This design comes from an exercise in tuning for a short achievable clock period and few clock cycles per item on the open sky130 flow, not from production work.
The RTL was checked by simulation tests, not by an equivalence proof against the original design.
The flow treats the clock pin as an ideal source, which a real chip does not have.
Power figures rest on the tool's default switching activity, not on a simulated workload.

==> flow/design.v <==
`default_nettype none
package bmhi_pkg;
  localparam int KEY_W         = 32;
  localparam int TAG_W         = 16;
  localparam int IDX_W         = 4;
  localparam int CNT_W         = 5;
  localparam int OP_W          = 2;
  localparam int DEPTH_DEFAULT = 16;
  localparam int IN_DATA_W     = 56;
  localparam int OUT_DATA_W    = 56;
  localparam int OUT_PAD_W     = OUT_DATA_W - KEY_W - TAG_W - CNT_W;
  localparam int ENT_W         = KEY_W + TAG_W;
  localparam int RES_W         = OUT_DATA_W + 1;    
  localparam logic [CNT_W-1:0] CAP_RESET = 5'd16;
  localparam logic [OP_W-1:0] OP_INSERT = 2'd0;
  localparam logic [OP_W-1:0] OP_READ   = 2'd1;
  localparam logic [OP_W-1:0] OP_CLEAR  = 2'd2;
  localparam logic [OP_W-1:0] OP_NOP    = 2'd3;
endpackage
`default_nettype wire
`default_nettype none
module bmhi_ctrl (
  input  wire        clk,
  input  wire        rst,
  input  wire        in_valid,
  output logic       in_ready,
  input  wire        out_ready,
  output logic       take,        
  output logic       p_v,         
  output logic       e_v,         
  output logic       h_v,         
  output logic       hload,       
  output logic       f_rd,        
  output logic       f_byp,       
  output logic [1:0] f_rp,        
  output logic [1:0] f_wp         
);
  logic [3:0] f_n;
  logic [3:0] tot;
  logic       f_empty;
  logic       pop;
  logic       t_le2, t_eq3, t_eq4;
  assign take    = in_valid & in_ready;
  assign pop     = h_v & out_ready;
  assign f_empty = !f_n[0];
  assign hload   = (!h_v | out_ready) & (!f_empty | e_v);
  assign f_rd    = hload;
  assign f_byp   = f_empty;
  assign t_le2 = !tot[2];
  assign t_eq3 = tot[2] & !tot[3];
  assign t_eq4 = tot[3];
  always_ff @(posedge clk) begin
    if (rst) begin
      p_v      <= 1'b0;
      e_v      <= 1'b0;
      h_v      <= 1'b0;
      f_n      <= 4'd0;
      f_rp     <= 2'd0;
      f_wp     <= 2'd0;
      tot      <= 4'd0;
      in_ready <= 1'b1;
    end else begin
      p_v  <= take;
      e_v  <= p_v;
      h_v  <= hload | (h_v & !out_ready);
      if (e_v & !hload)      f_n <= {f_n[2:0], 1'b1};
      else if (hload & !e_v) f_n <= {1'b0, f_n[3:1]};
      f_wp <= f_wp + 2'(e_v);
      f_rp <= f_rp + 2'(hload);
      if (take & !pop)      tot <= {tot[2:0], 1'b1};
      else if (pop & !take) tot <= {1'b0, tot[3:1]};
      in_ready <= t_le2 ? 1'b1 :
                  t_eq3 ? (!take | pop) :
                  t_eq4 ? (!take & pop) : 1'b0;
    end
  end
endmodule
`default_nettype wire
`default_nettype none
module bmhi_dpath (
  input  wire                                clk,
  input  wire                                rst,
  input  wire  [bmhi_pkg::IN_DATA_W-1:0]     in_data,
  input  wire  [bmhi_pkg::OP_W-1:0]          in_user,
  input  wire                                cfg_valid,
  input  wire  [bmhi_pkg::CNT_W-1:0]         cfg_data,
  input  wire                                p_v,
  input  wire                                e_v,
  input  wire                                hload,
  input  wire                                f_byp,
  input  wire  [1:0]                         f_rp,
  input  wire  [1:0]                         f_wp,
  output logic [bmhi_pkg::OUT_DATA_W-1:0]    out_data,
  output logic                               out_user
);
  localparam int N  = bmhi_pkg::DEPTH_DEFAULT;
  localparam int KW = bmhi_pkg::KEY_W;
  localparam int EW = bmhi_pkg::ENT_W;
  localparam int CW = bmhi_pkg::CNT_W;
  localparam int RW = bmhi_pkg::RES_W;
  localparam int IW = bmhi_pkg::IDX_W;
  logic [EW-1:0] mem [N];
  logic [CW-1:0] capacity;
  logic [bmhi_pkg::OP_W-1:0] p_op;
  logic [EW-1:0]             p_ent;
  logic [IW-1:0]             p_idx;
  logic [N-1:0]              p_lt;      
  logic                      p_lt_e;    
  logic                      p_lt_p;    
  logic [N-1:0]              p_oh;      
  logic [N-1:0]              p_poh;     
  logic [N-1:0]              p_fwr;     
  logic [N-1:0]              p_ffp;     
  logic [EW-1:0]             e_ent;
  logic [N-1:0]              e_lt;      
  logic [N-1:0] e_wr;
  logic [N-1:0] e_fp;
  logic         e_insok;
  always_ff @(posedge clk) begin
    for (int s = 0; s < N; s++) begin
      if (e_wr[s]) mem[s] <= e_fp[s] ? mem[(s - 1) / 2] : e_ent;
    end
  end
  logic [N-1:0] e_at, e_anc;
  logic [N-1:0] wr, from_par;
  always_comb begin
    for (int s = 0; s < N; s++) begin
      wr[s]       = e_insok && (e_at[s] || (e_anc[s] && e_lt[s]));
      from_par[s] = (s != 0) ? e_lt[(s - 1) / 2] : 1'b0;
    end
  end
  logic [CW-1:0] count_new;
  logic          can_ins;
  logic [N-1:0]  at_cnt;
  logic [N-1:0]  anc;
  logic [N-1:0]  anc_inc;    
  logic          can_inc;    
  always_comb begin
    for (int s = 0; s < N; s++) begin
      anc_inc[s] = 1'b0;
      for (int d = s + 1; d < N; d++) begin
        int x;
        x = d;
        for (int k = 0; k < 4; k++) if (x > s) x = (x - 1) / 2;
        if (x == s && at_cnt[d - 1]) anc_inc[s] = 1'b1;
      end
    end
    can_inc = ({1'b0, count_new} + (CW + 1)'(1) < {1'b0, capacity}) && (count_new < CW'(N - 1));
  end
  logic p_ins_ok;
  logic p_clr;
  assign p_ins_ok = p_v && (p_op == bmhi_pkg::OP_INSERT) && can_ins;
  assign p_clr    = p_v && (p_op == bmhi_pkg::OP_CLEAR);
  always_ff @(posedge clk) begin
    if (rst) begin
      capacity  <= bmhi_pkg::CAP_RESET;
      count_new <= '0;
      can_ins   <= 1'b1;
      at_cnt    <= N'(1);
      anc       <= '0;
    end else if (cfg_valid) begin
      capacity <= cfg_data;
      can_ins  <= (count_new < cfg_data) && !count_new[CW-1];
    end else if (p_clr) begin
      count_new <= '0;
      can_ins   <= (capacity != '0);
      at_cnt    <= N'(1);
      anc       <= '0;
    end else if (p_ins_ok) begin
      count_new <= count_new + CW'(1);
      can_ins   <= can_inc;
      at_cnt    <= at_cnt << 1;
      anc       <= anc_inc;
    end
  end
  localparam int NC = 8;
  localparam int CK = KW / NC;
  localparam int CMPW = 2 * NC;
  function automatic logic [CMPW-1:0] cmp_key(input logic [KW-1:0] a, input logic [KW-1:0] b);
    logic [CK-1:0] ac, bc;
    for (int c = 0; c < NC; c++) begin
      ac = a[c*CK +: CK];
      bc = b[c*CK +: CK];
      if (c == NC - 1) begin
        ac[CK-1] = !ac[CK-1];
        bc[CK-1] = !bc[CK-1];
      end
      cmp_key[c]      = ac < bc;
      cmp_key[NC + c] = ac == bc;
    end
  endfunction
  function automatic logic key_lt(input logic [CMPW-1:0] r);
    key_lt = r[0];
    for (int c = 1; c < NC; c++) key_lt = r[c] | (r[NC + c] & key_lt);
  endfunction
  logic [KW-1:0] in_key;
  logic [CMPW-1:0] cmp [N];
  assign in_key = in_data[KW-1:0];
  always_comb begin
    for (int s = 0; s < N; s++) cmp[s] = cmp_key(mem[s][KW-1:0], in_key);
  end
  logic [CMPW-1:0] p_cmp [N];
  logic [CMPW-1:0] p_cmp_e;
  logic [CMPW-1:0] p_cmp_p;
  always_ff @(posedge clk) begin
    p_op    <= in_user;
    p_ent   <= in_data[EW-1:0];
    p_idx   <= in_data[EW +: IW];
    for (int s = 0; s < N; s++) begin
      p_oh[s]  <= (in_data[EW +: IW] == IW'(s));
      p_poh[s] <= (in_data[EW +: IW] != '0) && (((in_data[EW +: IW] - IW'(1)) >> 1) == IW'(s));
    end
    for (int s = 0; s < N; s++) p_cmp[s] <= cmp[s];
    p_cmp_e <= cmp_key(e_ent[KW-1:0], in_key);
    p_cmp_p <= cmp_key(p_ent[KW-1:0], in_key);
    p_fwr   <= wr;
    p_ffp   <= from_par;
  end
  always_comb begin
    for (int s = 0; s < N; s++) p_lt[s] = key_lt(p_cmp[s]);
    p_lt_e = key_lt(p_cmp_e);
    p_lt_p = key_lt(p_cmp_p);
  end
  logic [N-1:0] lt_a, lt_b;
  always_comb begin
    for (int s = 0; s < N; s++) begin
      if (p_fwr[s]) lt_a[s] = p_ffp[s] ? p_lt[(s - 1) / 2] : p_lt_e;
      else          lt_a[s] = p_lt[s];
    end
    for (int s = 0; s < N; s++) begin
      if (wr[s]) lt_b[s] = from_par[s] ? lt_a[(s - 1) / 2] : p_lt_p;
      else       lt_b[s] = lt_a[s];
    end
  end
  logic [EW-1:0] rd_cur, rd_par;
  logic          rd_wr, rd_fp;
  logic [EW-1:0] rd_next;
  always_comb begin
    rd_cur = '0;
    rd_par = '0;
    for (int s = 0; s < N; s++) begin
      rd_cur = rd_cur | (mem[s] & {EW{p_oh[s]}});
      rd_par = rd_par | (mem[s] & {EW{p_poh[s]}});
    end
    rd_wr   = |(wr & p_oh);
    rd_fp   = |(e_lt & p_poh);
    rd_next = rd_wr ? (rd_fp ? rd_par : e_ent) : rd_cur;
  end
  logic e_rd_ok;
  logic [EW-1:0] e_rd;
  always_ff @(posedge clk) begin
    if (rst) begin
      e_insok <= 1'b0;
      e_wr    <= '0;
    end else begin
      e_insok <= p_ins_ok;
      for (int s = 0; s < N; s++) e_wr[s] <= p_ins_ok && (at_cnt[s] || (anc[s] && lt_b[s]));
    end
  end
  always_ff @(posedge clk) begin
    for (int s = 0; s < N; s++) e_fp[s] <= (s != 0) && lt_b[(s - 1) / 2] && (at_cnt[s] || anc[s]);
    e_at    <= at_cnt;
    e_anc   <= anc;
    e_ent   <= p_ent;
    e_lt    <= lt_b;
    e_rd_ok <= (p_op == bmhi_pkg::OP_READ) && ({1'b0, p_idx} < count_new);
    e_rd    <= rd_next;
  end
  logic          rd_ok;
  logic [EW-1:0] rd_ent;
  logic [RW-1:0] res;
  assign rd_ok  = e_v && e_rd_ok;
  assign rd_ent = rd_ok ? e_rd : '0;
  assign res    = {e_insok | rd_ok, {bmhi_pkg::OUT_PAD_W{1'b0}}, count_new, rd_ent};
  logic [RW-1:0] fifo [4];
  logic [RW-1:0] head;
  logic [RW-1:0] head_nxt;
  assign head_nxt = f_byp ? res : fifo[f_rp];
  always_ff @(posedge clk) begin
    if (e_v) fifo[f_wp] <= res;
  end
  logic [RW-1:0] head_hold;
  always_ff @(posedge clk) begin
    head_hold <= hload ? head_nxt : head;
    head      <= hload ? head_nxt : head_hold;
  end
  assign out_user = head[RW-1];
  assign out_data = head[bmhi_pkg::OUT_DATA_W-1:0];
endmodule
`default_nettype wire
`default_nettype none
module binary_max_heap_insert_top #(
  parameter int DEPTH = bmhi_pkg::DEPTH_DEFAULT
) (
  input  wire                              clk,
  input  wire                              rst,
  input  wire                              s_axis_tvalid,
  output logic                             s_axis_tready,
  input  wire  [bmhi_pkg::IN_DATA_W-1:0]   s_axis_tdata,
  input  wire  [bmhi_pkg::OP_W-1:0]        s_axis_tuser,
  output logic                             m_axis_tvalid,
  input  wire                              m_axis_tready,
  output logic [bmhi_pkg::OUT_DATA_W-1:0]  m_axis_tdata,
  output logic                             m_axis_tuser,
  input  wire                              cfg_valid,
  output logic                             cfg_ready,
  input  wire  [bmhi_pkg::CNT_W-1:0]       cfg_data
);
  logic       take;
  logic       p_v;
  logic       e_v;
  logic       hload;
  logic       f_rd;
  logic       f_byp;
  logic [1:0] f_rp;
  logic [1:0] f_wp;
  assign cfg_ready = 1'b1;
  bmhi_ctrl u_ctrl (
    .clk       (clk),
    .rst       (rst),
    .in_valid  (s_axis_tvalid),
    .in_ready  (s_axis_tready),
    .out_ready (m_axis_tready),
    .take      (take),
    .p_v       (p_v),
    .e_v       (e_v),
    .h_v       (m_axis_tvalid),
    .hload     (hload),
    .f_rd      (f_rd),
    .f_byp     (f_byp),
    .f_rp      (f_rp),
    .f_wp      (f_wp)
  );
  bmhi_dpath u_dpath (
    .clk       (clk),
    .rst       (rst),
    .in_data   (s_axis_tdata),
    .in_user   (s_axis_tuser),
    .cfg_valid (cfg_valid),
    .cfg_data  (cfg_data),
    .p_v       (p_v),
    .e_v       (e_v),
    .hload     (hload),
    .f_byp     (f_byp),
    .f_rp      (f_rp),
    .f_wp      (f_wp),
    .out_data  (m_axis_tdata),
    .out_user  (m_axis_tuser)
  );
endmodule
`default_nettype wire
==> flow/flow/run.sh <==
#!/bin/bash
# Standard layout with three changes: the port buffers are buf_8 cells;
# timing repair may pick any cell of the same function (not only ones with
# the same footprint); and after clock tree synthesis the tree's single root
# buffer is split into four root buffers, one per quadrant of the tree, all
# fed by the clock port, then high-fanout nets are rebuffered to at most
# 24 loads and timing repaired again (flow/split_root.tcl). Each step's output goes to a
# log file of its own.
set -euo pipefail
bash standard.sh synth > synth.log 2>&1
bash standard.sh finish MATCH_CELL_FOOTPRINT=0 \
  "BUFFER_PORTS_ARGS=-buffer_cell sky130_fd_sc_hd__buf_8" \
  "POST_CTS_TCL=$PWD/flow/split_root.tcl" > layout.log 2>&1
==> flow/flow/split_root.tcl <==
# Runs after CTS (POST_CTS_TCL). The clock tree's root buffer drives the
# whole top level of the tree; split it into four clkbuf_16 roots, each
# driving the top-level buffers of one quadrant, all fed by the clock port.
# The tree stays balanced: every register still sees the same number of
# buffer levels, with a shorter top level.
set block [ord::get_db_block]
set root [$block findInst clkbuf_0_clk]
if {$root == "NULL"} { error "split_root: no root buffer clkbuf_0_clk" }
set in_net  [[$root findITerm A] getNet]
set out_net [[$root findITerm X] getNet]
set loads {}
foreach it [$out_net getITerms] {
  if {[$it getIoType] == "INPUT"} { lappend loads $it }
}
set n [llength $loads]
puts "split_root: root drives $n loads"
if {$n < 4} { error "split_root: too few loads" }
# split the loads into four groups by x, then y, median
proc xy {it} {
  set b [[$it getInst] getBBox]
  return [list [expr {([$b xMin] + [$b xMax]) / 2}] [expr {([$b yMin] + [$b yMax]) / 2}]]
}
set byx [lsort -integer -index 1 [lmap it $loads {list $it [lindex [xy $it] 0] [lindex [xy $it] 1]}]]
set half [expr {$n / 2}]
set groups {}
foreach part [list [lrange $byx 0 [expr {$half - 1}]] [lrange $byx $half end]] {
  set byy [lsort -integer -index 2 $part]
  set h [expr {[llength $byy] / 2}]
  lappend groups [lrange $byy 0 [expr {$h - 1}]] [lrange $byy $h end]
}
set master [[ord::get_db] findMaster sky130_fd_sc_hd__clkbuf_16]
set g 0
foreach grp $groups {
  set sx 0; set sy 0
  foreach e $grp { incr sx [lindex $e 1]; incr sy [lindex $e 2] }
  set cx [expr {$sx / [llength $grp]}]
  set cy [expr {$sy / [llength $grp]}]
  set inst [odb::dbInst_create $block $master "clkroot_$g"]
  set net  [odb::dbNet_create $block "clkroot_net_$g"]
  $net setSigType CLOCK
  [$inst findITerm A] connect $in_net
  [$inst findITerm X] connect $net
  foreach e $grp {
    set it [lindex $e 0]
    $it disconnect
    $it connect $net
  }
  $inst setLocation $cx $cy
  $inst setPlacementStatus PLACED
  puts "split_root: clkroot_$g drives [llength $grp] loads at $cx $cy"
  incr g
}
# the old root is left driving nothing: remove it and its net
[$root findITerm A] disconnect
[$root findITerm X] disconnect
odb::dbInst_destroy $root
odb::dbNet_destroy $out_net
detailed_placement
# repair timing again, now with the final clock tree; first split the
# loads of high-fanout signal nets over more buffers
estimate_parasitics -placement
set_max_fanout 24 [current_design]
repair_design_helper
detailed_placement
estimate_parasitics -placement
repair_timing_helper
detailed_placement
check_placement -verbose
estimate_parasitics -placement
report_clock_min_period
==> flow/standard.sh <==
#!/bin/bash
# synth_recipe.tcl (not shown) runs the flow's synth.tcl, then flattens the netlist and writes it again
# the make line also repeats each setting of config.mk as NAME=value (left out here)
make -C /OpenROAD-flow-scripts/flow DESIGN_CONFIG=/design/flow/config.mk WORK_HOME=/design/flow/orfs CLKGATE_MAP_FILE= SYNTH_SCRIPT=/design/flow/synth_recipe.tcl "${@:-finish}"
==> flow/config.mk <==
export PLATFORM = sky130hd
export DESIGN_NAME = binary_max_heap_insert_top
export DESIGN_NICKNAME = binary_max_heap_insert_top
export VERILOG_FILES = /design/flow/design.v
export SDC_FILE = /design/flow/constraint.sdc
export NUM_CORES = 4
export LEC_CHECK = 0
export ABC_CLOCK_PERIOD_IN_PS = 2200
export CAP_MARGIN = 20
export CORE_MARGIN = 2
export CORE_UTILIZATION = 70
export SETUP_SLACK_MARGIN = 3.8
export SLEW_MARGIN = 20
export TNS_END_PERCENT = 100
==> flow/constraint.sdc <==
create_clock -name core_clock -period 6.0 [get_ports {clk}]
set_input_delay 1.2000 -clock core_clock [delete_from_list [all_inputs] [get_ports {clk}]]
set_output_delay 1.2000 -clock core_clock [all_outputs]
set_load 0.01 [all_outputs]
==> PnR_summary.wiki <==
{| class="wikitable"
! Metric !! Value
|-
| Max-capacitance violation count || 0
|-
| Final Critical Period || 2.414 ns
|-
| Post-detail-place hpwl || 129900 um
|-
| Fraction of synthesized cell area taken by the top area cell type || 42.72%
|-
| Final Max Slew Viols || 0
|-
| Placeable core region || 98130 um2
|-
| Post-synthesis instance total || 5225
|-
| Series of cell instances along the critical path || buf_6 -> buf_4 -> a22oi_1 -> nand3_1 -> nor2_2 -> mux2i_4
|-
| Crit path buffers/inverters || 2
|-
| Initial cell density of the core || 70.49%
|-
| Kind of capture point of the worst setup path || flop
|-
| Final net count || 5841
|-
| Fraction of met3 tracks used by global routing || 21.34%
|-
| Cell family contributing the most delay on the critical path || buffers and inverters
|-
| Syn nets || 5624
|-
| Net switching fraction of the power || 23.37%
|-
| Worst R2R Setup Slack || 3.59 ns
|-
| Standard cell area after detailed placement || 72210 um2
|-
| Floorplan die area || 101300 um2
|-
| Commonest register cell after synthesis || edfxtp_1
|-
| Non-filler cells in the finished layout || 6890
|-
| Largest area contributor in the netlist || edfxtp_1
|-
| Power density over cell area || 301.7 nW/um2
|-
| Cell area after technology mapping || 69170 um2
|-
| Count of placed standard cells including taps || 6377
|-
| Endpoints failing hold || 0
|-
| Met1 Use GR || 61.86%
|-
| Share of the yosys chip area belonging to registers || 59.04%
|-
| Global router's overall resource usage || 49.39%
|-
| Number of cells on the worst reg-to-reg path || 6
|-
| Commonest non-fill, non-tap cells in the layout || edfxtp_1 (984), mux2_2 (601), dfxtp_1 (441)
|-
| Critical Path Max Stage Delay || 0.72 ns
|-
| Cell with the largest stage delay on the worst path || dfxtp_4
|-
| Overflow left after global routing || 0
|-
| Syn avg cell area || 13.24 um2
|-
| Synth-to-layout area growth || 15.88%
|-
| Terminating pin of the worst hold path || u_dpath.e_ent[44]$_DFF_P_
|-
| Maximum ir drop on the vdd rail || 0.2458 mV
|-
| Sequential share of power || 49.8%
|-
| Met2 global-route usage || 68.66%
|-
| Routed wire length per instance || 37.45 um
|-
| Iteration count of the initial detailed-routing pass || 14
|-
| Largest net degree at the start of global routing || 25
|-
| Endpoint of the lowest-slack register-to-register path || u_dpath.e_rd[23]$_DFF_P_
|-
| Area of the multi-input gates || 26830 um2
|-
| Relative slew margins || 13.87%
|-
| Switching Power || 5652 uW
|-
| Clock insertion delay at the later pin of the skew report || 0.56 ns
|-
| Top achievable clock speed || 414.2 MHz
|-
| Largest fanout on the critical path || 24
|-
| Type of the most critical hold path || reg2reg
|-
| Hold Crit Depth || 0
|-
| Global placement routability congestion || 0.9782
|-
| Status || no timing/DRC/antenna violations
|-
| Total of flip-flops plus latches after synthesis || 1548
|-
| Aggregate negative setup slack || 0 ns
|-
| Count of cell types in the netlist || 64
|-
| Avg Vias per Cell || 7.665
|-
| Final setup violating endpoints || 0
|-
| Layout Skew || 0.02381 ns
|-
| Remaining antenna violation count after routing || 0
|-
| Launch instance of the worst register-to-register path || u_dpath.p_oh[2]$_DFF_P_
|-
| Clock tree from TritonCTS || built
|-
| Proportion of register bits with asynchronous set or reset after synthesis || 0%
|-
| Global-route wire length before repair || 356300 um
|-
| Vias in the first global route || 49540
|-
| Share of final-layout standard cells stronger than drive strength 1 || 26.35%
|-
| Clk network pwr share || 41.2%
|-
| Number of clock sinks seen by CTS || 1548
|-
| Violation count after the first detailed-route iteration || 10240
|-
| Y dimension of the die || 318.3 um
|-
| Number of enable flip-flop cells after synthesis || 984
|-
| Buffers on Ports || 122
|-
| Total wire length after detailed routing || 258000 um
|-
| Leakage || 0.02969 uW
|-
| Logic gate share of total power || 9.0%
|-
| Cell area after layout || 80150 um2
|-
| Area of all sequential standard cells || 41120 um2
|-
| Portion of the clock cycle consumed by the worst path in the final layout || 40.24%
|-
| Most Used Layer, Global Route || met2
|-
| Start point of the worst min-delay path || u_dpath.p_ent[44]$_DFF_P_
|-
| Initial antenna violation count || 25
|-
| CP Class || reg2reg
|-
| DRC viols || 0
|-
| Worst-Margin Slew || 1.292 ns
|-
| Critical Path Start Type || flop
|-
| Number of placed I/O pins || 128
|-
| Signal arrival time at the worst endpoint || 2.84 ns
|-
| RSZ-0062 raised after global routing || true
|-
| Clock-pin transition on the worst setup and hold timing paths || 0.06 ns
|-
| Required time of the critical path || 6.42 ns
|-
| Utilization after layout || 81.68%
|-
| Biggest area contributors in the synthesized netlist || edfxtp_1 (43%), dfxtp_1 (16%), mux2_2 (9.8%)
|-
| # rows || 115
|-
| Total number of vias || 52810
|-
| Post-route total power || 24180 uW
|-
| Horizontal extent of the die || 318.3 um
|-
| Most frequent standard cell in the layout excluding fill and tap cells || edfxtp_1
|-
| Total of fill cells in the finished design || 5420
|-
| Yosys warnings || 5
|-
| Int Pwr || 18530 uW
|}
==> sequential cells by signal, indices dropped and copies added (netlist names), 16 cells and up <==
name / flops
u_dpath.head_hold: 57
u_dpath.e_ent: 48
u_dpath.p_oh: 16
u_dpath.fifo: 216
u_dpath.p_ent: 48
u_dpath.mem: 768
u_dpath.at_cnt: 16
u_dpath.head: 57
u_dpath.e_wr: 16
u_dpath.p_cmp: 120
u_dpath.e_rd: 48
==> through the flow <==
stage	hold WS, ns	setup slack, ns
finish	0.3248	3.586
detailed placement	0.3121	2.732
global route	0.3292	3.725
global placement	0.3096	2.718
floorplan	0.3096	3.592
==> synth_stat cells, types with 4 or more instances <==
cell type and n:
a221oi_1 119, o2111ai_1 4, nand3_1 79, o21ai_1 11
dfxtp_1 564, nor3_1 25, inv_1 138, mux4_2 54
o21a_1 112, a21boi_1 6, and2_1 20, o21ai_0 273
buf_2 21, a21o_1 36, mux2_2 601, and4_1 70
nor3b_1 5, nor2b_1 91, a211oi_1 15, nor2_1 130
buf_1 61, nand4_1 80, mux2i_1 109, and3_1 55
clkbuf_1 254, a22o_1 117, xnor2_1 5, a21oi_1 112
a211o_1 5, nand2_1 213, edfxtp_1 984, o211ai_1 16
nand2b_1 89, a22oi_1 373, o31ai_1 5, ha_1 331
==> worst max path at each step <==
| stage | startpoint | end | cells past startpoint |
|---|---|---|---|
| finish | u_dpath.p_oh[2]$_DFF_P_ | u_dpath.e_rd[23]$_DFF_P_ | 6 |
| global route | s_axis_tdata[29] | u_dpath.p_cmp_p[7]$_DFF_P_ | 7 |
| global placement | u_dpath.p_oh[12]$_DFF_P_ | u_dpath.e_rd[23]$_DFF_P_ | 7 |
| detailed placement | u_dpath.p_oh[12]$_DFF_P_ | u_dpath.e_rd[23]$_DFF_P_ | 7 |
| floorplan | m_axis_tready | u_ctrl.f_n[1]$_SDFFE_PP0P_ | 10 |
==> cells by family (layout without fill, tap and decap cells) <==
logic type / count (synthesis) / after routing / share of synthesized area [%]
DFF: 1548 / 1548 / 59.04
AOI/OAI and AO/OA: 1226 / 1226 / 12.37
and+or+nand+nor: 869 / 870 / 6.715
muxes: 764 / 764 / 13.12
buffers and inverters: 480 / 828 / 2.686
adders and majority gates: 331 / 331 / 5.987
xor gates and xnor gates: 6 / 6 / 0.07597
other: 1 / 30 / 0.005422
==> layout make-up, without the clock buffers <==
class | count | area share (%)
Antenna cell | 29 | 0.09054
Inverter | 139 | 0.6681
Sequential cell | 1548 | 51.30
Timing Repair Buffer | 397 | 5.960
Multi-Input combinational cell | 3198 | 33.48
Tap cell | 1287 | 2.009
Buffer | 4 | 0.1249
Clock inverter | 76 | 0.8914
==> power by group through the flow <==
stage / clock (uW) / combinational [uW] / sequential (uW)
floorplan: 0 / 1090 / 12000
global placement: 0 / 1720 / 12200
detailed placement: 0 / 1780 / 12200
global route: 10300 / 2270 / 12000
finish: 9970 / 2170 / 12000
==> metal layers <==
layer | share of wire [%] | up-vias | routed length [um]
met3 | 18 | 1620 | 46000
met5 | 0.17 | - | 441
met4 | 9.6 | 18 | 24830
met1 | 32 | 24990 | 82630
li1 | - | 20720 | -
met2 | 40 | 5466 | 104100
Testbench counts, summed over its fixed seeds: cycles 4,824, items 4,800.

[what the ideal ports hide]
Ports are ideal in the flow. The routed layout listed here was re-timed in OpenROAD.
Step 1 (the two cells are an assumption about what drives the block):
set clk [get_ports {clk}]
set_driving_cell -lib_cell sky130_fd_sc_hd__clkbuf_16 $clk
set_driving_cell -lib_cell sky130_fd_sc_hd__buf_2 [delete_from_list [all_inputs] $clk]
Step 2 times the ports against the registers' clock, not the clock port: input delays grow and output delays shrink by t, the midpoint of the rising clock arrivals with the driver on.
Slacks: no drivers / after step 1 / after step 2; pairs: no drivers / after step 1.
t, ns: 0.720
slack for setup (ns): 3.586 / 3.586 / 3.091
worst register clock-pin slew, ns: 0.07 / 0.07
After both steps this run still meets setup and hold. The setup slack of this run moves by 0.000 ns with the drivers and by -0.495 ns with both steps.
